This design comes from an exercise in tuning for a short achievable clock period and few clock cycles per item on the open sky130 flow, not from production work. In this exercise RTL edits were held to simulation tests only and were not proved equivalent to the original. Power is estimated from default activity; no workload was simulated.

==> design.v <==
package tpmm_pkg;
   localparam int DIM_W  = 14;
   localparam int PIX_W  = 13;
   localparam int TILE_W = 6;
   localparam int PH_W   = 24;
   localparam int PROD_W = DIM_W + TILE_W + 1;
   localparam logic [PH_W-1:0]  INVALID_LO     = 24'd255975;
   localparam logic [PH_W-1:0]  INVALID_HI     = 24'd256025;
   localparam logic [PH_W-1:0]  FRAME_MIN_INIT = 24'd255974;
   localparam logic [DIM_W-1:0] RESET_WIDTH    = 14'd1280;
   localparam logic [DIM_W-1:0] RESET_HEIGHT   = 14'd720;
   localparam logic REG_WIDTH  = 1'b0;
   localparam logic REG_HEIGHT = 1'b1;
   typedef struct packed {
      logic [PH_W-1:0] h_phase;
      logic [PH_W-1:0] v_phase;
   } req_type;
   typedef struct packed {
      logic [TILE_W-1:0] tile_col;
      logic [TILE_W-1:0] tile_row;
      logic [PH_W-1:0]   tile_h_max;
      logic [PH_W-1:0]   tile_h_min;
      logic [PH_W-1:0]   tile_v_max;
      logic [PH_W-1:0]   tile_v_min;
      logic [PH_W-1:0]   frame_h_max;
      logic [PH_W-1:0]   frame_h_min;
      logic [PH_W-1:0]   frame_v_max;
      logic [PH_W-1:0]   frame_v_min;
      logic              last_of_run;
      logic              frame_done;
   } rsp_type;
   typedef struct packed {
      logic [PH_W-1:0] hmax;
      logic [PH_W-1:0] hmin;
      logic [PH_W-1:0] vmax;
      logic [PH_W-1:0] vmin;
   } ent_type;
   typedef struct packed {
      logic col2;
      logic row2;
      logic col_adv;
      logic tile_end;
      logic row_last;
      logic row_end;
      logic frame_end;
   } geo_type;
   typedef enum logic [3:0] {
      ST_SWEEP,
      ST_IDLE,
      ST_MUL,
      ST_CMP,
      ST_RD,
      ST_WR,
      ST_POST,
      ST_ERD,
      ST_ELOAD
   } st_type;
   function automatic logic [DIM_W-1:0] clamp_dim(input logic [DIM_W-1:0] d,
                                                  input logic [DIM_W-1:0] hi);
      if (d < 14'd2) clamp_dim = 14'd2;
      else if (d > hi) clamp_dim = hi;
      else clamp_dim = d;
   endfunction
   function automatic logic phase_ok(input logic [PH_W-1:0] p);
      phase_ok = (p < INVALID_LO) || (p > INVALID_HI);
   endfunction
endpackage
module tpmm_ram #(
   parameter int WIDTH = 96,
   parameter int DEPTH = 64
) (
   input  logic                     clock,
   input  logic                     wr_en,
   input  logic [$clog2(DEPTH)-1:0] wr_addr,
   input  logic [WIDTH-1:0]         wr_data,
   input  logic [$clog2(DEPTH)-1:0] rd_addr,
   output logic [WIDTH-1:0]         rd_data
);
   logic [WIDTH-1:0] mem_ff [DEPTH];
   logic [WIDTH-1:0] rd_data_ff;
   always_ff @(posedge clock) begin
      if (wr_en) begin
         mem_ff[wr_addr] <= wr_data;
      end
      rd_data_ff <= mem_ff[rd_addr];
   end
   assign rd_data = rd_data_ff;
endmodule
module tpmm_geom #(
   parameter int TILES = 16
) (
   input  logic                         clock,
   input  logic                         capture,
   input  logic [tpmm_pkg::DIM_W-1:0]   width,
   input  logic [tpmm_pkg::DIM_W-1:0]   height,
   input  logic [tpmm_pkg::PIX_W-1:0]   pix_col,
   input  logic [tpmm_pkg::PIX_W-1:0]   pix_row,
   input  logic [tpmm_pkg::TILE_W-1:0]  tile_col,
   input  logic [tpmm_pkg::TILE_W-1:0]  tile_row,
   output tpmm_pkg::geo_type            flags
);
   localparam int PW = tpmm_pkg::PROD_W;
   localparam int DW = tpmm_pkg::DIM_W;
   localparam int KW = tpmm_pkg::TILE_W + 1;
   logic [DW-1:0] deff_w, deff_h;
   logic [KW-1:0] kc, kr;
   logic [PW-1:0] xc_ff, ac_ff, xr_ff, ar_ff;
   logic [PW-1:0] nc, nr;
   tpmm_pkg::geo_type flags_ff, flags_in;
   assign deff_w = (width > DW'(TILES)) ? width : DW'(TILES + 1);
   assign deff_h = (height > DW'(TILES)) ? height : DW'(TILES + 1);
   assign kc = KW'(tile_col) + KW'(1);
   assign kr = KW'(tile_row) + KW'(1);
   always_ff @(posedge clock) begin
      xc_ff <= PW'(deff_w) * PW'(kc);
      ac_ff <= PW'(pix_col) * PW'(TILES);
      xr_ff <= PW'(deff_h) * PW'(kr);
      ar_ff <= PW'(pix_row) * PW'(TILES);
      if (capture) begin
         flags_ff <= flags_in;
      end
   end
   assign nc = ac_ff + PW'(TILES);
   assign nr = ar_ff + PW'(TILES);
   always_comb begin
      flags_in.col2      = (kc < KW'(TILES)) && (ac_ff <= xc_ff) && (xc_ff < nc);
      flags_in.col_adv   = (kc < KW'(TILES)) && (nc > xc_ff);
      flags_in.row2      = (kr < KW'(TILES)) && (ar_ff <= xr_ff) && (xr_ff < nr);
      flags_in.tile_end  = nr > xr_ff;
      flags_in.row_last  = !(kr < KW'(TILES));
      flags_in.row_end   = DW'(pix_col) >= (width - DW'(1));
      flags_in.frame_end = DW'(pix_row) >= (height - DW'(1));
   end
   assign flags = flags_ff;
endmodule
module tiled_phase_min_max_unit #(
   parameter int TILES_PER_SIDE = 16,
   parameter int MAX_DIM        = 8192
) (
   input  logic                        clock,
   input  logic                        reset,
   input  logic                        req_valid,
   output logic                        req_stall,
   input  logic [47:0]                 req_payload,
   output logic                        rsp_valid,
   input  logic                        rsp_stall,
   output logic [205:0]                rsp_payload,
   input  logic                        csr_we,
   input  logic                        csr_index,
   input  logic [tpmm_pkg::DIM_W-1:0]  csr_wdata
);
   localparam int DW  = tpmm_pkg::DIM_W;
   localparam int PXW = tpmm_pkg::PIX_W;
   localparam int PHW = tpmm_pkg::PH_W;
   localparam int AW  = 18;
   localparam int NT  = 16;
   logic [DW-1:0]  csr_w_q, csr_h_q, w_cl, h_cl;
   logic [DW-1:0]  dw_q, dh_q, wm1_q, hm1_q;
   logic [PHW-1:0] init_h_q, init_v_q;
   assign w_cl = tpmm_pkg::clamp_dim(csr_w_q, DW'(MAX_DIM));
   assign h_cl = tpmm_pkg::clamp_dim(csr_h_q, DW'(MAX_DIM));
   always_ff @(posedge clock) begin
      if (reset) begin
         csr_w_q  <= tpmm_pkg::RESET_WIDTH;
         csr_h_q  <= tpmm_pkg::RESET_HEIGHT;
         dw_q     <= tpmm_pkg::RESET_WIDTH;
         dh_q     <= tpmm_pkg::RESET_HEIGHT;
         wm1_q    <= tpmm_pkg::RESET_WIDTH - DW'(1);
         hm1_q    <= tpmm_pkg::RESET_HEIGHT - DW'(1);
         init_h_q <= PHW'(tpmm_pkg::RESET_WIDTH) << 8;
         init_v_q <= PHW'(tpmm_pkg::RESET_HEIGHT) << 8;
      end else begin
         if (csr_we) begin
            if (csr_index == tpmm_pkg::REG_HEIGHT) csr_h_q <= csr_wdata;
            else csr_w_q <= csr_wdata;
         end
         dw_q     <= (w_cl > DW'(NT)) ? w_cl : DW'(NT + 1);
         dh_q     <= (h_cl > DW'(NT)) ? h_cl : DW'(NT + 1);
         wm1_q    <= w_cl - DW'(1);
         hm1_q    <= h_cl - DW'(1);
         init_h_q <= PHW'(w_cl) << 8;
         init_v_q <= PHW'(h_cl) << 8;
      end
   end
   logic          stall_q, rv_q;
   logic [47:0]   rp_q;
   logic [2:0]    qn_q, qn_in;
   logic [1:0]    qw_q, qr_q;
   logic [3:0][47:0] qd_q;
   logic          push, pop, head_v;
   logic [47:0]   head;
   assign req_stall = stall_q;
   assign push   = rv_q;
   assign head_v = (qn_q != 3'd0);
   assign head   = qd_q[qr_q];
   assign qn_in  = qn_q - {2'b00, pop} + {2'b00, push};
   always_ff @(posedge clock) begin
      rp_q <= req_payload;
      if (push) qd_q[qw_q] <= rp_q;
      if (reset) begin
         rv_q    <= 1'b0;
         stall_q <= 1'b0;
         qn_q    <= 3'd0;
         qw_q    <= 2'd0;
         qr_q    <= 2'd0;
      end else begin
         rv_q    <= req_valid && !stall_q;
         stall_q <= (qn_in >= 3'd2);
         qn_q    <= qn_in;
         if (push) qw_q <= qw_q + 2'd1;
         if (pop) qr_q <= qr_q + 2'd1;
      end
   end
   logic [PXW-1:0] c_q, r_q;
   logic [3:0]     tc_q, tr_q;
   logic [AW-1:0]  accc_q, accr_q;
   logic           sel_q;
   logic           busy_q, bwait_q;
   logic [4:0]     kc_q, kr_q;
   logic [DW-1:0]  c14, r14, ec, er;
   logic           tc_last, tr_last, col2, col_adv, row2, tile_end, row_end, frame_end;
   logic           adv1, ev_tile, ev_frame;
   logic           rot1;
   logic [3:0]     debt1;
   logic           f2v_q, f2go, hold2;
   logic           f2col2_q, f2rot_q;
   logic [3:0]     f2debt_q, debt_q;
   logic           f2sel_q, f2row2_q, f2rend_q, f2evt_q, f2evf_q, f2clr_q;
   logic [3:0]     f2tr_q;
   logic [PHW-1:0] f2h_q, f2v_ph_q;
   logic           f2hv_q, f2vv_q;
   logic [1:0]     pend_q, pend_clr;
   assign c14       = {1'b0, c_q};
   assign r14       = {1'b0, r_q};
   assign ec        = accc_q[AW-1:4];
   assign er        = accr_q[AW-1:4];
   assign tc_last   = (tc_q == 4'd15);
   assign tr_last   = (tr_q == 4'd15);
   assign col2      = !tc_last && (c14 == ec);
   assign col_adv   = !tc_last && (c14 >= ec);
   assign row2      = !tr_last && (r14 == er);
   assign tile_end  = (r14 >= er);
   assign row_end   = (c14 >= wm1_q);
   assign frame_end = (r14 >= hm1_q);
   assign ev_tile   = row_end && !frame_end && tile_end;
   assign ev_frame  = row_end && frame_end;
   assign rot1      = row_end ? (tc_q != 4'd0) : col_adv;
   assign debt1     = (row_end && tc_q != 4'd0) ? 4'd15 - tc_q : 4'd0;
   assign hold2 = pend_q[f2sel_q] || (pend_q[!f2sel_q] && f2row2_q) ||
                  ((pend_q != 2'b00) && f2rend_q);
   assign f2go  = f2v_q && !hold2 && (debt_q == 4'd0);
   assign adv1  = head_v && !busy_q && (!f2v_q || f2go);
   assign pop   = adv1;
   always_ff @(posedge clock) begin
      if (reset) begin
         c_q     <= '0;
         r_q     <= '0;
         tc_q    <= '0;
         tr_q    <= '0;
         accc_q  <= AW'(tpmm_pkg::RESET_WIDTH);
         accr_q  <= AW'(tpmm_pkg::RESET_HEIGHT);
         sel_q   <= 1'b0;
         busy_q  <= 1'b0;
         bwait_q <= 1'b0;
         kc_q    <= '0;
         kr_q    <= '0;
      end else if (csr_we) begin
         busy_q  <= 1'b1;
         bwait_q <= 1'b1;
         accc_q  <= '0;
         accr_q  <= '0;
         kc_q    <= '0;
         kr_q    <= '0;
      end else if (busy_q) begin
         if (bwait_q) begin
            bwait_q <= 1'b0;
         end else begin
            if (kc_q != {1'b0, tc_q} + 5'd1) begin
               accc_q <= accc_q + AW'(dw_q);
               kc_q   <= kc_q + 5'd1;
            end
            if (kr_q != {1'b0, tr_q} + 5'd1) begin
               accr_q <= accr_q + AW'(dh_q);
               kr_q   <= kr_q + 5'd1;
            end
            if (kc_q == {1'b0, tc_q} + 5'd1 && kr_q == {1'b0, tr_q} + 5'd1) busy_q <= 1'b0;
         end
      end else if (adv1) begin
         if (col_adv) begin
            tc_q   <= tc_q + 4'd1;
            accc_q <= accc_q + AW'(dw_q);
         end
         if (!row_end) begin
            c_q <= c_q + PXW'(1);
         end else begin
            c_q    <= '0;
            tc_q   <= '0;
            accc_q <= AW'(dw_q);
            if (frame_end) begin
               r_q    <= '0;
               tr_q   <= '0;
               accr_q <= AW'(dh_q);
               if (!row2) sel_q <= !sel_q;
            end else begin
               if (tile_end && !tr_last) begin
                  tr_q   <= tr_q + 4'd1;
                  accr_q <= accr_q + AW'(dh_q);
                  sel_q  <= !sel_q;
               end
               r_q <= r_q + PXW'(1);
            end
         end
      end
   end
   always_ff @(posedge clock) begin
      if (adv1) begin
         f2col2_q <= col2;
         f2rot_q  <= rot1;
         f2debt_q <= debt1;
         f2sel_q  <= sel_q;
         f2row2_q <= row2;
         f2rend_q <= row_end;
         f2evt_q  <= ev_tile;
         f2evf_q  <= ev_frame;
         f2clr_q  <= ev_frame && !row2;
         f2tr_q   <= tr_q;
         f2h_q    <= head[47:24];
         f2v_ph_q <= head[23:0];
         f2hv_q   <= tpmm_pkg::phase_ok(head[47:24]);
         f2vv_q   <= tpmm_pkg::phase_ok(head[23:0]);
      end
      if (reset) f2v_q <= 1'b0;
      else if (adv1) f2v_q <= 1'b1;
      else if (f2go) f2v_q <= 1'b0;
      if (reset) debt_q <= 4'd0;
      else if (f2go) debt_q <= f2debt_q;
      else if (debt_q != 4'd0) debt_q <= debt_q - 4'd1;
   end
   always_ff @(posedge clock) begin
      if (reset) begin
         pend_q <= 2'b00;
      end else begin
         for (int b = 0; b < 2; b++) begin
            if (f2go && (f2evt_q || f2evf_q) && f2sel_q == 1'(b)) pend_q[b] <= 1'b1;
            else if (f2go && f2evf_q && f2row2_q && f2sel_q != 1'(b)) pend_q[b] <= 1'b1;
            else if (pend_clr[b]) pend_q[b] <= 1'b0;
         end
      end
   end
   logic [1:0]     mm0_q, mm1_q, mrot_q, mclr_q;
   logic [PHW-1:0] mh_q, mv_q;
   logic           mhv_q, mvv_q;
   always_ff @(posedge clock) begin
      mh_q  <= f2h_q;
      mv_q  <= f2v_ph_q;
      mhv_q <= f2hv_q;
      mvv_q <= f2vv_q;
      if (reset) begin
         mm0_q  <= '0;
         mm1_q  <= '0;
         mrot_q <= '0;
         mclr_q <= 2'b11;
      end else begin
         for (int b = 0; b < 2; b++) begin
            mm0_q[b]  <= f2go && (f2sel_q == 1'(b) || f2row2_q);
            mm1_q[b]  <= f2go && (f2sel_q == 1'(b) || f2row2_q) && f2col2_q;
            mrot_q[b] <= (f2go && f2rot_q && !pend_q[b]) || (debt_q != 4'd0);
            mclr_q[b] <= f2go && f2clr_q && f2sel_q != 1'(b);
         end
      end
   end
   logic [1:0][NT-1:0][PHW-1:0] e_hmax, e_hmin, e_vmax, e_vmin;
   logic [1:0]                  eshift;
   for (genvar b = 0; b < 2; b++) begin : g_bank
      logic [PHW-1:0] m0_hmax, m0_hmin, m0_vmax, m0_vmin;
      logic [PHW-1:0] m1_hmax, m1_hmin, m1_vmax, m1_vmin;
      assign m0_hmax = (mm0_q[b] && mhv_q && (mh_q > e_hmax[b][0])) ? mh_q : e_hmax[b][0];
      assign m0_hmin = (mm0_q[b] && mhv_q && (mh_q < e_hmin[b][0])) ? mh_q : e_hmin[b][0];
      assign m0_vmax = (mm0_q[b] && mvv_q && (mv_q > e_vmax[b][0])) ? mv_q : e_vmax[b][0];
      assign m0_vmin = (mm0_q[b] && mvv_q && (mv_q < e_vmin[b][0])) ? mv_q : e_vmin[b][0];
      assign m1_hmax = (mm1_q[b] && mhv_q && (mh_q > e_hmax[b][1])) ? mh_q : e_hmax[b][1];
      assign m1_hmin = (mm1_q[b] && mhv_q && (mh_q < e_hmin[b][1])) ? mh_q : e_hmin[b][1];
      assign m1_vmax = (mm1_q[b] && mvv_q && (mv_q > e_vmax[b][1])) ? mv_q : e_vmax[b][1];
      assign m1_vmin = (mm1_q[b] && mvv_q && (mv_q < e_vmin[b][1])) ? mv_q : e_vmin[b][1];
      for (genvar i = 0; i < NT; i++) begin : g_ent
         logic [PHW-1:0] sh_hmax, sh_hmin, sh_vmax, sh_vmin;    
         logic [PHW-1:0] ro_hmax, ro_hmin, ro_vmax, ro_vmin;    
         logic [PHW-1:0] st_hmax, st_hmin, st_vmax, st_vmin;    
         if (i == NT - 1) begin : g_top
            assign sh_hmax = '0;
            assign sh_hmin = init_h_q;
            assign sh_vmax = '0;
            assign sh_vmin = init_v_q;
            assign ro_hmax = m0_hmax;
            assign ro_hmin = m0_hmin;
            assign ro_vmax = m0_vmax;
            assign ro_vmin = m0_vmin;
         end else begin : g_mid
            assign sh_hmax = e_hmax[b][i+1];
            assign sh_hmin = e_hmin[b][i+1];
            assign sh_vmax = e_vmax[b][i+1];
            assign sh_vmin = e_vmin[b][i+1];
            if (i == 0) begin : g_head
               assign ro_hmax = m1_hmax;
               assign ro_hmin = m1_hmin;
               assign ro_vmax = m1_vmax;
               assign ro_vmin = m1_vmin;
            end else begin : g_body
               assign ro_hmax = e_hmax[b][i+1];
               assign ro_hmin = e_hmin[b][i+1];
               assign ro_vmax = e_vmax[b][i+1];
               assign ro_vmin = e_vmin[b][i+1];
            end
         end
         if (i == 0) begin : g_st0
            assign st_hmax = m0_hmax;
            assign st_hmin = m0_hmin;
            assign st_vmax = m0_vmax;
            assign st_vmin = m0_vmin;
         end else if (i == 1) begin : g_st1
            assign st_hmax = m1_hmax;
            assign st_hmin = m1_hmin;
            assign st_vmax = m1_vmax;
            assign st_vmin = m1_vmin;
         end else begin : g_stn
            assign st_hmax = e_hmax[b][i];
            assign st_hmin = e_hmin[b][i];
            assign st_vmax = e_vmax[b][i];
            assign st_vmin = e_vmin[b][i];
         end
         always_ff @(posedge clock) begin
            if (mclr_q[b]) begin
               e_hmax[b][i] <= '0;
               e_hmin[b][i] <= init_h_q;
               e_vmax[b][i] <= '0;
               e_vmin[b][i] <= init_v_q;
            end else if (eshift[b]) begin
               e_hmax[b][i] <= sh_hmax;
               e_hmin[b][i] <= sh_hmin;
               e_vmax[b][i] <= sh_vmax;
               e_vmin[b][i] <= sh_vmin;
            end else if (mrot_q[b]) begin
               e_hmax[b][i] <= ro_hmax;
               e_hmin[b][i] <= ro_hmin;
               e_vmax[b][i] <= ro_vmax;
               e_vmin[b][i] <= ro_vmin;
            end else begin
               e_hmax[b][i] <= st_hmax;
               e_hmin[b][i] <= st_hmin;
               e_vmax[b][i] <= st_vmax;
               e_vmin[b][i] <= st_vmin;
            end
         end
      end
   end
   logic           est_q, ew1_q, eact_q, eph_q, etwo_q, eframe_q, ebank_q, cur_bank;
   logic [3:0]     eidx_q, erow_q;
   logic           fire, last_ent, oload;
   logic [PHW-1:0] r_hmax, r_hmin, r_vmax, r_vmin;
   logic           e1v_q, e1_last_q, e1_done_q;
   logic [3:0]     e1_col_q;
   logic [5:0]     e1_row_q;
   logic [PHW-1:0] e1_hmax_q, e1_hmin_q, e1_vmax_q, e1_vmin_q;
   logic [PHW-1:0] g_hmax_q, g_hmin_q, g_vmax_q, g_vmin_q;
   logic [PHW-1:0] g_hmax_n, g_hmin_n, g_vmax_n, g_vmin_n;
   logic [205:0]   rec;
   logic           ov_q;
   logic [205:0]   o_q;
   assign oload    = !ov_q || !rsp_stall;
   assign fire     = eact_q && (!e1v_q || oload);
   assign last_ent = (eidx_q == 4'd15);
   assign cur_bank = ebank_q ^ eph_q;
   assign r_hmax   = e_hmax[cur_bank][0];
   assign r_hmin   = e_hmin[cur_bank][0];
   assign r_vmax   = e_vmax[cur_bank][0];
   assign r_vmin   = e_vmin[cur_bank][0];
   always_comb begin
      eshift   = '0;
      pend_clr = '0;
      if (fire) eshift[cur_bank] = 1'b1;
      if (fire && last_ent) pend_clr[cur_bank] = 1'b1;
   end
   always_ff @(posedge clock) begin
      if (fire) begin
         e1_hmax_q <= r_hmax;
         e1_hmin_q <= r_hmin;
         e1_vmax_q <= r_vmax;
         e1_vmin_q <= r_vmin;
         e1_col_q  <= eidx_q;
         e1_row_q  <= {2'b00, erow_q} + {5'd0, eph_q};
         e1_last_q <= last_ent && (eph_q || !etwo_q);
         e1_done_q <= last_ent && (eph_q || !etwo_q) && eframe_q;
      end
      if (reset) begin
         ew1_q    <= 1'b0;
         est_q    <= 1'b0;
         eact_q   <= 1'b0;
         e1v_q    <= 1'b0;
      end else begin
         if (f2go && (f2evt_q || f2evf_q)) est_q <= 1'b1;
         else if (est_q && debt_q == 4'd0) est_q <= 1'b0;
         ew1_q <= est_q && debt_q == 4'd0;
         if (fire) e1v_q <= 1'b1;
         else if (oload) e1v_q <= 1'b0;
         if (f2go && (f2evt_q || f2evf_q)) begin
            ebank_q  <= f2sel_q;
            etwo_q   <= f2evf_q && f2row2_q;
            erow_q   <= f2tr_q;
            eframe_q <= f2evf_q;
            eidx_q   <= '0;
            eph_q    <= 1'b0;
         end
         if (ew1_q) eact_q <= 1'b1;
         if (fire) begin
            eidx_q <= eidx_q + 4'd1;
            if (last_ent) begin
               if (etwo_q && !eph_q) begin
                  eph_q <= 1'b1;
               end else begin
                  eph_q  <= 1'b0;
                  eact_q <= 1'b0;
               end
            end
         end
      end
   end
   assign g_hmax_n = (g_hmax_q < e1_hmax_q) ? e1_hmax_q : g_hmax_q;
   assign g_hmin_n = (g_hmin_q > e1_hmin_q) ? e1_hmin_q : g_hmin_q;
   assign g_vmax_n = (g_vmax_q < e1_vmax_q) ? e1_vmax_q : g_vmax_q;
   assign g_vmin_n = (g_vmin_q > e1_vmin_q) ? e1_vmin_q : g_vmin_q;
   assign rec = {2'b00, e1_col_q, e1_row_q,
                 e1_hmax_q, e1_hmin_q, e1_vmax_q, e1_vmin_q,
                 g_hmax_n, g_hmin_n, g_vmax_n, g_vmin_n, e1_last_q, e1_done_q};
   always_ff @(posedge clock) begin
      if (reset) begin
         g_hmax_q <= '0;
         g_hmin_q <= tpmm_pkg::FRAME_MIN_INIT;
         g_vmax_q <= '0;
         g_vmin_q <= tpmm_pkg::FRAME_MIN_INIT;
      end else if (e1v_q && oload) begin
         if (e1_done_q) begin
            g_hmax_q <= '0;
            g_hmin_q <= tpmm_pkg::FRAME_MIN_INIT;
            g_vmax_q <= '0;
            g_vmin_q <= tpmm_pkg::FRAME_MIN_INIT;
         end else begin
            g_hmax_q <= g_hmax_n;
            g_hmin_q <= g_hmin_n;
            g_vmax_q <= g_vmax_n;
            g_vmin_q <= g_vmin_n;
         end
      end
   end
   always_ff @(posedge clock) begin
      if (oload) o_q <= rec;
      if (reset) ov_q <= 1'b0;
      else if (oload) ov_q <= e1v_q;
   end
   assign rsp_valid   = ov_q;
   assign rsp_payload = o_q;
endmodule
==> run.sh <==
#!/bin/bash
# synth_recipe.tcl (not shown) runs the flow's synth.tcl, then flattens the netlist and writes it again
# the make line also repeats each setting of config.mk as NAME=value (left out here)
make -C /OpenROAD-flow-scripts/flow DESIGN_CONFIG=/design/flow/config.mk WORK_HOME=/design/flow/orfs CLKGATE_MAP_FILE= SYNTH_SCRIPT=/design/flow/synth_recipe.tcl finish
==> config.mk <==
export PLATFORM = sky130hd
export DESIGN_NAME = tiled_phase_min_max_unit
export DESIGN_NICKNAME = tiled_phase_min_max_unit
export VERILOG_FILES = /design/flow/design.v
export SDC_FILE = /design/flow/constraint.sdc
export NUM_CORES = 4
export LEC_CHECK = 0
export ABC_CLOCK_PERIOD_IN_PS = 2500
export CAP_MARGIN = 20
export CORE_MARGIN = 2
export CORE_UTILIZATION = 55
export SETUP_SLACK_MARGIN = 5
export SLEW_MARGIN = 20
==> constraint.sdc <==
create_clock -name core_clock -period 10.0 [get_ports {clock}]
set_input_delay 2.0000 -clock core_clock [delete_from_list [all_inputs] [get_ports {clock}]]
set_output_delay 2.0000 -clock core_clock [all_outputs]
set_load 0.01 [all_outputs]
==> run notes, run 1 <==
* Met2 wire len at 202000 um
* CP required at 10.88 ns
* P&R area growth vs syn at 12.0%
* Crit path time final at 4.98 ns
* Clock sink count at 4070
* Vias per inst at 5.59
* Layout Nets at 17400
* R2R Setup Slk at 5.32 ns
* Top FF cell, synth: dfxtp_1
* CTS Buf Count at 422
* Post-synth ARST share at 0%
* Critical-path maximum fanout at 203
* Worst r2r path cells at 8
* Total grt overflow at 0
* Seq/Total Area, Yosys at 59.6%
* Hold Crit Start: f2v_ph_q[12]
* Hold Path Cell Cnt at 0
* Setup CP Type: input pin to flop
* RSZ-0062 raised after global routing: yes
* Final Max Slew Viols at 0
* Final instance area at 189000 um2
* Worst skew pair latency at 0.95 ns
* M1 WL at 195000 um
* Critical path arrival at 5.86 ns
* Clock share of power at 32.7%
* Max Freq at 0.201 GHz
* FF-to-FF Start: qw_q[0]
* Switching Power at 15.4 mW
* Power Total at 48.9 mW
* Outcome: finished clean
* Row cnt at 203
* Startpoint types: input pin
* First-pass iteration count of the detailed router at 8
* Die Wd at 558 um
* Internal at 33.4 mW
* Largest net degree at the start of global routing at 234
* Layout cells sized above 1 at 6.38%
* Initial Util at 55.3%
* Die ar. at 312000 um2
* Initial DRC count at 12400
* Sequential power share at 45.4%
* Placed cell areas at 175000 um2
* Leak at 71.7 nW
* Switching Fraction at 31.6%
* Number of H-tree levels at 5
* CTS tree: built
* Metal3 WL at 25000 um
* FF+latch count, synth at 4070
* Setup_tns at 0 ns
* Distinct cells, synth at 91
* Final setup fails at 0
* Hold Buf Count CTS at 0
* Finished Core Util at 61.9%
* Max VDD drop at 0.225 mV
* Residual DRC count at 0
* Routability cong. at 0.885
* Root buffer cell: clkbuf_16
* Hold Vio Cnt, Final at 0
* Gr usage total at 27.4%
* Core area at 306000 um2
* Slew at the pin closest to its max-slew limit at 1.19 ns
* CTS max path bufs at 4
* Die Ht at 558 um
* Initial antenna violation count at 28
* Combinational power share at 21.9%
* Cells after Synth at 16900
* EDFF count, synth at 1924
* Clk_skew at 0.0338 ns
* Uppermost layer routed: met4
* Antenna Violating Nets Remaining at 0
* Syn_area_per_cell at 9.99 um2
* Port-buffer cells at 272
* RR Endpoint: qd_q[180]
* DR vias at 118000
* Warnings from Yosys at 1
* Detailed-route wire length at 437000 um
* Max-Slew Margin vs Limit at 20.7%
* Detailed Place HPWL at 274000 um
* Post-Syn Area at 169000 um2
* First-pass GRT wire length at 667000 um
* Reg clk slew, reported paths at 0.06 ns
* PwrDens at 258 nW/um2
* Max-cap violation count at 0
* Vias in the first global route at 110000
* Hold Crit Endpoint: mv_q[12]
* Fin crit share at 49.8%
* CP Capture Type: flop
* # IOs at 276
* Worst min-delay path category: flop to flop
* Avg WL per Cell at 20.6 um
## critical path, cell delays in order
cell and delay [ns]:
clkdlybuf4s50_1 0.69, nand3_4 0.17, nand2_4 0.20, nor2_4 0.07, nor2_4 0.63, buf_16 0.55, buf_12 0.62, o21ai_0 0.27
a21oi_1 0.18
## routing by layer
| metal | global-route usage (%) | vias up |
|---|---|---|
| li1 | - | 57600 |
| met1 | 39.0 | 57100 |
| met2 | 43.5 | 3109 |
| met3 | 3.18 | 713 |
| met4 | 9.15 | 0 |
| met5 | 0 | - |
## final cells by class
cell class / instances / area (um2)
antenna: 16 / 40.0
tap: 4100 / 5130
timing repair buffer: 487 / 4840
sequential: 4070 / 101000
fill: 26100 / 117000
clock inverter: 209 / 2150
clock buffer: 584 / 12000
inverter: 1478 / 5580
multi-input combinational: 10300 / 58700
timing repair inverter: 1 / 16.3
## synth_stat cells, types with 95 or more instances
cell type	number	area share [%]
nand2_1	3322	7.4
a21o_1	199	0.88
a211oi_1	95	0.42
nor2b_1	570	2.1
buf_2	115	0.34
nor2_1	384	0.85
nand4_1	144	0.53
edfxtp_1	1924	34
ha_1	572	4.2
clkbuf_1	952	2.1
o22ai_1	163	0.60
o21ai_0	1508	4.5
nand3_1	96	0.28
mux2i_1	303	1.8
inv_1	1475	3.3
dfxtp_1	2146	25
a21oi_1	1812	5.4
a22o_1	103	0.53
## power by group through the flow
| stage | clock, mW | sequential [mW] | combinational [mW] |
|---|---|---|---|
| detailed placement | 0 | 22.5 | 10.5 |
| global placement | 0 | 22.5 | 10.4 |
| global route | 16.9 | 22.4 | 11.8 |
| finish | 16.0 | 22.2 | 10.7 |
| floorplan | 0 | 22.1 | 7.04 |
| CTS | 16.3 | 22.2 | 10.6 |
## kinds of logic (layout without fill, tap and decap cells)
| family | Yosys count | in the layout | synth area share [%] |
|---|---|---|---|
| other | 1 | 21 | 0.00222 |
| buffers and inverters | 2605 | 2759 | 5.90 |
| flip-flops | 4070 | 4070 | 59.6 |
| multiplexers | 408 | 408 | 2.81 |
| adder cells (fa/ha/maj) | 575 | 575 | 4.27 |
| AND/OR/NAND/NOR | 4848 | 4852 | 12.4 |
| XOR/XNOR | 79 | 79 | 0.414 |
| AO/OA/AOI/OAI | 4334 | 4334 | 14.5 |
## metrics by stage
step | setup slack, ns | hold WS [ns] | cells
finish | 5.02 | 0.339 | 21200
global route | 4.99 | 0.345 | 21200
CTS | 5.02 | 0.341 | 21200
detailed placement | 1.94 | 0.327 | 20400
global placement | 1.95 | 0.323 | 20400
floorplan | 3.85 | 0.323 | 16900
## how the worst max path moves through the flow
stage             endpoint  cells past startpoint      start
2_1_floorplan  e_hmin[100]                      8  rsp_stall
3_3_place_gp     e_hmin[8]                     12  rsp_stall
3_5_place_dp    e_hmin[20]                     12  rsp_stall
4_1_cts        e_hmax[713]                     11  rsp_stall
5_1_grt        e_vmax[394]                     11  rsp_stall
6_report       e_hmax[430]                      9  rsp_stall
## timing repair
| item | in CTS | in global routing |
|---|---|---|
| resized for setup | 19 | 7 |
| endpoints found under the setup margin | 1665 | 1135 |
| buffers inserted | 2 | 7 |
| gates cloned | 8 | 1 |
| pin swaps | 2 | 1 |
## flip-flops by register name (all words and copies together) (netlist names), 24 cells and up
name	cells
e1_vmax_q	24
e_hmin	768
qd_q	192
e_vmin	768
g_hmin_q	24
o_q	203
g_hmax_q	24
f2v_ph_q	24
mv_q	24
mh_q	24
rp_q	48
e1_hmax_q	24
e1_vmin_q	24
g_vmin_q	24
e_hmax	768
g_vmax_q	24
f2h_q	24
e1_hmin_q	24
e_vmax	768
## placed cells by master, fill, tap and decap left out, types with 303 or more instances in the layout
cell type,synthesis,layout
a21oi_1,1812,1808
clkbuf_16,0,437
dfxtp_1,2146,2137
edfxtp_1,1924,1924
ha_1,572,569
inv_1,1475,1472
mux2i_1,303,303
nand2_1,3322,3315
nor2_1,384,369
nor2b_1,570,570
o21ai_0,1508,1495
Testbench counts, summed over its fixed seeds: cycles 79,240, pixels 79,048.
==> run 2, diff against run 1 <==
--- a/design.v
+++ b/design.v
@@ -185,30 +185,35 @@
    logic          stall_q, rv_q;
    logic [47:0]   rp_q;
    logic [2:0]    qn_q, qn_in;
-   logic [1:0]    qw_q, qr_q;
+   logic [3:0]    qw_q, qr_q;
    logic [3:0][47:0] qd_q;
    logic          push, pop, head_v;
    logic [47:0]   head;
    assign req_stall = stall_q;
    assign push   = rv_q;
    assign head_v = (qn_q != 3'd0);
-   assign head   = qd_q[qr_q];
    assign qn_in  = qn_q - {2'b00, pop} + {2'b00, push};
+   always_comb begin
+      head = '0;
+      for (int i = 0; i < 4; i++) head = head | (qd_q[i] & {48{qr_q[i]}});
+   end
    always_ff @(posedge clock) begin
       rp_q <= req_payload;
-      if (push) qd_q[qw_q] <= rp_q;
+      for (int i = 0; i < 4; i++) begin
+         if (push && qw_q[i]) qd_q[i] <= rp_q;
+      end
       if (reset) begin
          rv_q    <= 1'b0;
          stall_q <= 1'b0;
          qn_q    <= 3'd0;
-         qw_q    <= 2'd0;
-         qr_q    <= 2'd0;
+         qw_q    <= 4'b0001;
+         qr_q    <= 4'b0001;
       end else begin
          rv_q    <= req_valid && !stall_q;
          stall_q <= (qn_in >= 3'd2);
          qn_q    <= qn_in;
-         if (push) qw_q <= qw_q + 2'd1;
-         if (pop) qr_q <= qr_q + 2'd1;
+         if (push) qw_q <= {qw_q[2:0], qw_q[3]};
+         if (pop) qr_q <= {qr_q[2:0], qr_q[3]};
       end
    end
    logic [PXW-1:0] c_q, r_q;
@@ -455,25 +460,33 @@
    end
    logic           est_q, ew1_q, eact_q, eph_q, etwo_q, eframe_q, ebank_q, cur_bank;
    logic [3:0]     eidx_q, erow_q;
-   logic           fire, last_ent, oload;
-   logic [PHW-1:0] r_hmax, r_hmin, r_vmax, r_vmin;
-   logic           e1v_q, e1_last_q, e1_done_q;
-   logic [3:0]     e1_col_q;
-   logic [5:0]     e1_row_q;
-   logic [PHW-1:0] e1_hmax_q, e1_hmin_q, e1_vmax_q, e1_vmin_q;
+   logic           fire, last_ent, oload, deq;
+   logic [1:0]     eqn_q;
+   logic           eqw_q, eqr_q;
+   localparam int EQW = 12 + 4 * PHW;
+   logic [1:0][EQW-1:0] eq_q;
+   logic [EQW-1:0]      eq_in, eh;
+   logic [3:0]          eh_col;
+   logic [5:0]          eh_row;
+   logic                eh_last, eh_done;
+   logic [PHW-1:0]      eh_hmax, eh_hmin, eh_vmax, eh_vmin;
    logic [PHW-1:0] g_hmax_q, g_hmin_q, g_vmax_q, g_vmin_q;
    logic [PHW-1:0] g_hmax_n, g_hmin_n, g_vmax_n, g_vmin_n;
    logic [205:0]   rec;
    logic           ov_q;
    logic [205:0]   o_q;
    assign oload    = !ov_q || !rsp_stall;
-   assign fire     = eact_q && (!e1v_q || oload);
+   assign deq      = (eqn_q != 2'd0) && oload;
+   assign fire     = eact_q && (eqn_q != 2'd2);
    assign last_ent = (eidx_q == 4'd15);
    assign cur_bank = ebank_q ^ eph_q;
-   assign r_hmax   = e_hmax[cur_bank][0];
-   assign r_hmin   = e_hmin[cur_bank][0];
-   assign r_vmax   = e_vmax[cur_bank][0];
-   assign r_vmin   = e_vmin[cur_bank][0];
+   assign eq_in = {eidx_q, {2'b00, erow_q} + {5'd0, eph_q},
+                   last_ent && (eph_q || !etwo_q),
+                   last_ent && (eph_q || !etwo_q) && eframe_q,
+                   e_hmax[cur_bank][0], e_hmin[cur_bank][0],
+                   e_vmax[cur_bank][0], e_vmin[cur_bank][0]};
+   assign eh    = eqr_q ? eq_q[1] : eq_q[0];
+   assign {eh_col, eh_row, eh_last, eh_done, eh_hmax, eh_hmin, eh_vmax, eh_vmin} = eh;
    always_comb begin
       eshift   = '0;
       pend_clr = '0;
@@ -481,27 +494,22 @@
       if (fire && last_ent) pend_clr[cur_bank] = 1'b1;
    end
    always_ff @(posedge clock) begin
-      if (fire) begin
-         e1_hmax_q <= r_hmax;
-         e1_hmin_q <= r_hmin;
-         e1_vmax_q <= r_vmax;
-         e1_vmin_q <= r_vmin;
-         e1_col_q  <= eidx_q;
-         e1_row_q  <= {2'b00, erow_q} + {5'd0, eph_q};
-         e1_last_q <= last_ent && (eph_q || !etwo_q);
-         e1_done_q <= last_ent && (eph_q || !etwo_q) && eframe_q;
-      end
+      if (fire && !eqw_q) eq_q[0] <= eq_in;
+      if (fire && eqw_q) eq_q[1] <= eq_in;
       if (reset) begin
-         ew1_q    <= 1'b0;
-         est_q    <= 1'b0;
-         eact_q   <= 1'b0;
-         e1v_q    <= 1'b0;
+         ew1_q  <= 1'b0;
+         est_q  <= 1'b0;
+         eact_q <= 1'b0;
+         eqn_q  <= 2'd0;
+         eqw_q  <= 1'b0;
+         eqr_q  <= 1'b0;
       end else begin
          if (f2go && (f2evt_q || f2evf_q)) est_q <= 1'b1;
          else if (est_q && debt_q == 4'd0) est_q <= 1'b0;
          ew1_q <= est_q && debt_q == 4'd0;
-         if (fire) e1v_q <= 1'b1;
-         else if (oload) e1v_q <= 1'b0;
+         eqn_q <= eqn_q + {1'b0, fire} - {1'b0, deq};
+         if (fire) eqw_q <= !eqw_q;
+         if (deq) eqr_q <= !eqr_q;
          if (f2go && (f2evt_q || f2evf_q)) begin
             ebank_q  <= f2sel_q;
             etwo_q   <= f2evf_q && f2row2_q;
@@ -524,21 +532,20 @@
          end
       end
    end
-   assign g_hmax_n = (g_hmax_q < e1_hmax_q) ? e1_hmax_q : g_hmax_q;
-   assign g_hmin_n = (g_hmin_q > e1_hmin_q) ? e1_hmin_q : g_hmin_q;
-   assign g_vmax_n = (g_vmax_q < e1_vmax_q) ? e1_vmax_q : g_vmax_q;
-   assign g_vmin_n = (g_vmin_q > e1_vmin_q) ? e1_vmin_q : g_vmin_q;
-   assign rec = {2'b00, e1_col_q, e1_row_q,
-                 e1_hmax_q, e1_hmin_q, e1_vmax_q, e1_vmin_q,
-                 g_hmax_n, g_hmin_n, g_vmax_n, g_vmin_n, e1_last_q, e1_done_q};
+   assign g_hmax_n = (g_hmax_q < eh_hmax) ? eh_hmax : g_hmax_q;
+   assign g_hmin_n = (g_hmin_q > eh_hmin) ? eh_hmin : g_hmin_q;
+   assign g_vmax_n = (g_vmax_q < eh_vmax) ? eh_vmax : g_vmax_q;
+   assign g_vmin_n = (g_vmin_q > eh_vmin) ? eh_vmin : g_vmin_q;
+   assign rec = {2'b00, eh_col, eh_row, eh_hmax, eh_hmin, eh_vmax, eh_vmin,
+                 g_hmax_n, g_hmin_n, g_vmax_n, g_vmin_n, eh_last, eh_done};
    always_ff @(posedge clock) begin
       if (reset) begin
          g_hmax_q <= '0;
          g_hmin_q <= tpmm_pkg::FRAME_MIN_INIT;
          g_vmax_q <= '0;
          g_vmin_q <= tpmm_pkg::FRAME_MIN_INIT;
-      end else if (e1v_q && oload) begin
-         if (e1_done_q) begin
+      end else if (deq) begin
+         if (eh_done) begin
             g_hmax_q <= '0;
             g_hmin_q <= tpmm_pkg::FRAME_MIN_INIT;
             g_vmax_q <= '0;
@@ -554,7 +561,7 @@
    always_ff @(posedge clock) begin
       if (oload) o_q <= rec;
       if (reset) ov_q <= 1'b0;
-      else if (oload) ov_q <= e1v_q;
+      else if (oload) ov_q <= (eqn_q != 2'd0);
    end
    assign rsp_valid   = ov_q;
    assign rsp_payload = o_q;
==> flow/run.sh (new file) <==
#!/bin/bash
set -o pipefail
export SETUP_SLACK_MARGIN=6.5
bash standard.sh > standard.log 2>&1
==> standard.sh (new file) <==
#!/bin/bash
# synth_recipe.tcl (not shown) runs the flow's synth.tcl, then flattens the netlist and writes it again
# the make line also repeats each setting of config.mk as NAME=value (left out here)
make -C /OpenROAD-flow-scripts/flow DESIGN_CONFIG=/design/flow/config.mk WORK_HOME=/design/flow/orfs CLKGATE_MAP_FILE= SYNTH_SCRIPT=/design/flow/synth_recipe.tcl "${@:-finish}"
--- a/config.mk
+++ b/config.mk
@@ -9,5 +9,4 @@
 export CAP_MARGIN = 20
 export CORE_MARGIN = 2
 export CORE_UTILIZATION = 55
-export SETUP_SLACK_MARGIN = 5
 export SLEW_MARGIN = 20
removed: run.sh
==> run 2 against run 1 <==
Highest routed layer is now met5. Clock power up 4%. Via count grew 0.79%. Core utilization rose by 0.57 points. Total power up 8.7%. Global-route usage increased by 0.073 points. Non-clock buffer count is 63 higher. Final cell count is 0.20% higher. Critical path depth is 8 lower. Still clean on timing, DRC and antenna.
==> run notes, run 2 <==
* Outcome: finished clean
* Row cnt at 204 (+0.49%)
* Setup_tns at 0 ns (unchanged)
* Top FF cell, synth: dfxtp_1
* Hold Buf Count CTS at 0 (unchanged)
* Max Freq at 0.279 GHz (+39%)
* Setup CP Type: flop to output pin
* Die ar. at 314000 um2 (+0.89%)
* Die Wd at 561 um (+0.45%)
* Final setup fails at 0 (unchanged)
* Warnings from Yosys at 1 (unchanged)
* Vias per inst at 5.62 (+0.59%)
* Syn_area_per_cell at 10.1 um2 (+1.4%)
* Uppermost layer routed: met5
* Initial DRC count at 12100 (-3.0%)
* Initial Util at 55.3% (about the same)
* Cells after Synth at 16800 (-0.53%)
* CP required at 8.00 ns (-2.88 ns)
* Dpl cells at 20300 (-0.15%)
* Hold Vio Cnt, Final at 0 (unchanged)
* Fin crit share at 35.8% (-14 points)
* Simple-gate portion of the synthesized area at 12.8% (+0.31 points)
* Max VDD drop at 0.210 mV (-6.9%)
* Clock sink count at 4184 (+2.8%)
* Startpoint types: flop
* Final Max Slew Viols at 0 (unchanged)
* Layout cells sized above 1 at 8.47% (+2.1 points)
* Core area at 309000 um2 (+0.91%)
* First-pass GRT wire length at 676000 um (+1.3%)
* CP max stage delay at 0.45 ns (-0.24 ns)
* Worst skew pair latency at 0.98 ns (+0.03 ns)
* Total grt overflow at 0 (unchanged)
* Clk_skew at 0.0576 ns (+0.0238 ns)
* Final cell count without fillers at 21200 (+0.20%)
* DR vias at 119000 (+0.79%)
* First-pass iteration count of the detailed router at 9 (+1)
* RSZ-0062 raised after global routing: yes
* Xor/xnor share of the synthesized area at 0.390% (-0.024 points)
* Crit path time final at 3.58 ns (-1.40 ns)
* Top cell type's share of synthesized area at 35.8% (+1.6 points)
* CTS tree: built
* CP Buf/Inv Count at 1 (-2)
* M1 WL at 206000 um (+5.7%)
* Initial antenna violation count at 22 (-21%)
* Reg clk slew, reported paths at 0.06 ns (about the same)
* Max-cap violation count at 0 (unchanged)
* Finished Core Util at 62.4% (+0.57 points)
* Detailed-route wire length at 447000 um (+2.3%)
* Critical-path maximum fanout at 1 (-99.5%)
* Cell family with most CP delay: flip-flops
* # IOs at 276 (unchanged)
* Leak at 72.0 nW (+0.50%)
* CP Capture Type: output pin
* Root buffer cell: clkbuf_16
* Yosys top cell by area: edfxtp_1
* Gr usage total at 27.4% (+0.073 points)
* Post-synthesis adder-cell area fraction at 4.21% (-0.060 points)
* Vias in the first global route at 110000 (+0.044%)
* CTS Buf Count at 430 (+1.9%)
* Top post-synthesis cells by count: nand2_1, dfxtp_1, edfxtp_1
* Antenna Violating Nets Remaining at 0 (unchanged)
* Commonest non-fill, non-tap cells in the layout: nand2_1, dfxtp_1, edfxtp_1
* Cell with the most instances after synthesis: nand2_1
* Mux cell area share after synthesis at 2.27% (-0.54 points)
* Largest family of logic cells by synthesized area: compound AO/OA/AOI/OAI gates
* Number of H-tree levels at 5 (unchanged)
* Compound-cell area share of the yosys netlist at 14.0% (-0.57 points)
* Port-buffer cells at 272 (unchanged)
* EDFF count, synth at 2031 (+5.6%)
* CTS max path bufs at 4 (unchanged)
* P&R area growth vs syn at 13.0%
* Largest net degree at the start of global routing at 227 (-3.0%)
* FF+latch count, synth at 4184 (+2.8%)
* Critical-path cell list: buf_2
* Metal3 WL at 31300 um (+25%)
* Detailed Place HPWL at 277000 um (+0.96%)
* Post-synth ARST share at 0% (unchanged)
* Seq/Total Area, Yosys at 61.0% (+1.4 points)
* PwrDens at 276 nW/um2 (+6.7%)
* Met2 wire len at 195000 um (-3.3%)
* Critical path arrival at 1.58 ns (-4.28 ns)
* Distinct cells, synth at 92 (+1.1%)
* Slew at the pin closest to its max-slew limit at 1.24 ns (+0.0518 ns)
* Die Ht at 561 um (+0.45%)
* CP max-delay cell: edfxtp_1
* Worst min-delay path category: flop to flop
* Area contributors post-synth: edfxtp_1, dfxtp_1, nand2_1, a21oi_1, ha_1
* Most common cell after layout, fill and taps aside: nand2_1
* Max-Slew Margin vs Limit at 16.8% (-3.9 points)
* Residual DRC count at 0 (unchanged)
* Post-Syn Area at 171000 um2 (+0.90%)
* Routability cong. at 0.870 (-1.7%)
* Layout Nets at 17400 (+0.023%)
* Avg WL per Cell at 21.0 um (+2.0%)
==> run 2: changes by cell type in the layout (fill, tap and decap cells not counted), moves of 107 or more <==
cell,before,now
a21oi_1,1808,1966
clkdlybuf4s50_1,271,66
edfxtp_1,1924,2031
inv_1,1472,1279
a22oi_1,41,155
o22ai_1,163,12
buf_2,0,187
nor2_1,369,676
o21ai_0,1495,1123
==> run 2: layout make-up <==
type                    count  area (um2)
repair buffers            550        5280
well taps                4120        5150
clock inverters           212        2610
flip-flops and latches   4184      104000
inverters                1290        4870
clock buffers             602       12300
diodes                     19        47.5
fillers                 25700      116000
multi-input cells       10300       58300
repair inverters            1        8.76
==> run 2: logic make-up after synthesis <==
family,Yosys count
and+or+nand+nor,5058
DFF,4184
AOI/OAI and AO/OA,4170
buffers and inverters,2397
adders and majority gates,572
muxes,373
xor gates and xnor gates,76
other,1
==> run 2: final timing paths <==
| check | startpoint | end | slack, ns | depth (start not counted) |
|---|---|---|---|---|
| setup / recovery | o_q[79] | rsp_payload[79] | 6.42 | 1 |
| hold / removal | f2v_ph_q[7] | mv_q[7] | 0.32 | 0 |
| hold reg to reg | f2v_ph_q[7] | mv_q[7] | 0.32 | 0 |
| setup reg to reg | mv_q[17] | e_vmin[21] | 6.53 | 11 |
==> run 2: stage by stage <==
stage	instance area [um2]	setup slack (ns)	hold WS [ns]	total power, mW
2_1_floorplan	171000	6.07	0.323	31.1
4_1_cts	192000	6.35	0.332	53.0
5_1_grt	193000	6.37	0.339	55.6
3_5_place_dp	176000	4.71	0.327	36.1
3_3_place_gp	176000	4.76	0.324	35.9
6_report	193000	6.42	0.322	53.1
==> run 2: power breakdown <==
group | internal [mW] | switching [mW] | leakage [nW]
combinational | 4.02 | 9.31 | 26.4
sequential | 21.7 | 1.36 | 38.3
clock | 9.85 | 6.86 | 7.32
total | 35.6 | 17.5 | 72.0
==> run 2: layer usage <==
layer / track usage, % / vias up
li1: - / 57600
met1: 41.4 / 57600
met2: 41.0 / 3554
met3: 4.01 / 647
met5: 0 / -
met4: 8.08 / 16
==> run 2: repair_timing <==
action / 4_1_cts / 5_1_grt
setup endpoints to repair: 2987 / 1882
pin swaps: 7 / 13
gates resized for setup: 997 / 127
setup buffers: 13 / 21
cloned: 21 / 12
Testbench counts of run 2, summed over its fixed seeds: cycles 79,240, pixels 79,048.

==> port drivers added, routing unchanged <==
No port has a modelled driver above. Below, the same layouts with a new extraction and two added sets of constraints.
Step 1 (the two cells are an assumption about what drives the block):
set clk [get_ports {clock}]
set_driving_cell -lib_cell sky130_fd_sc_hd__clkbuf_16 $clk
set_driving_cell -lib_cell sky130_fd_sc_hd__buf_2 [delete_from_list [all_inputs] $clk]
Step 2 moves the port delays by t, midway between the first and last clock arrival at a register: inputs arrive t later, outputs are due t later. That takes back most of the time a late clock gives input paths.
Three values: no drivers, after step 1, after step 2; two values: the first two.
run | t (ns) | slack for setup (ns) | worst hold slack (ns) | latest minus earliest clock arrival (ns)
run 1 | 1.044 | 5.020 / 5.103 / 4.059 | 0.339 / 0.339 / 0.339 | 0.045 / 0.046
run 2 | 1.053 | 6.421 / 6.320 / 5.564 | 0.322 / 0.322 / 0.322 | 0.058 / 0.058
After both steps every run listed still meets setup and hold. The setup slack of run 1, which loses most, moves by +0.083 ns with the drivers and by -0.961 ns with both steps.
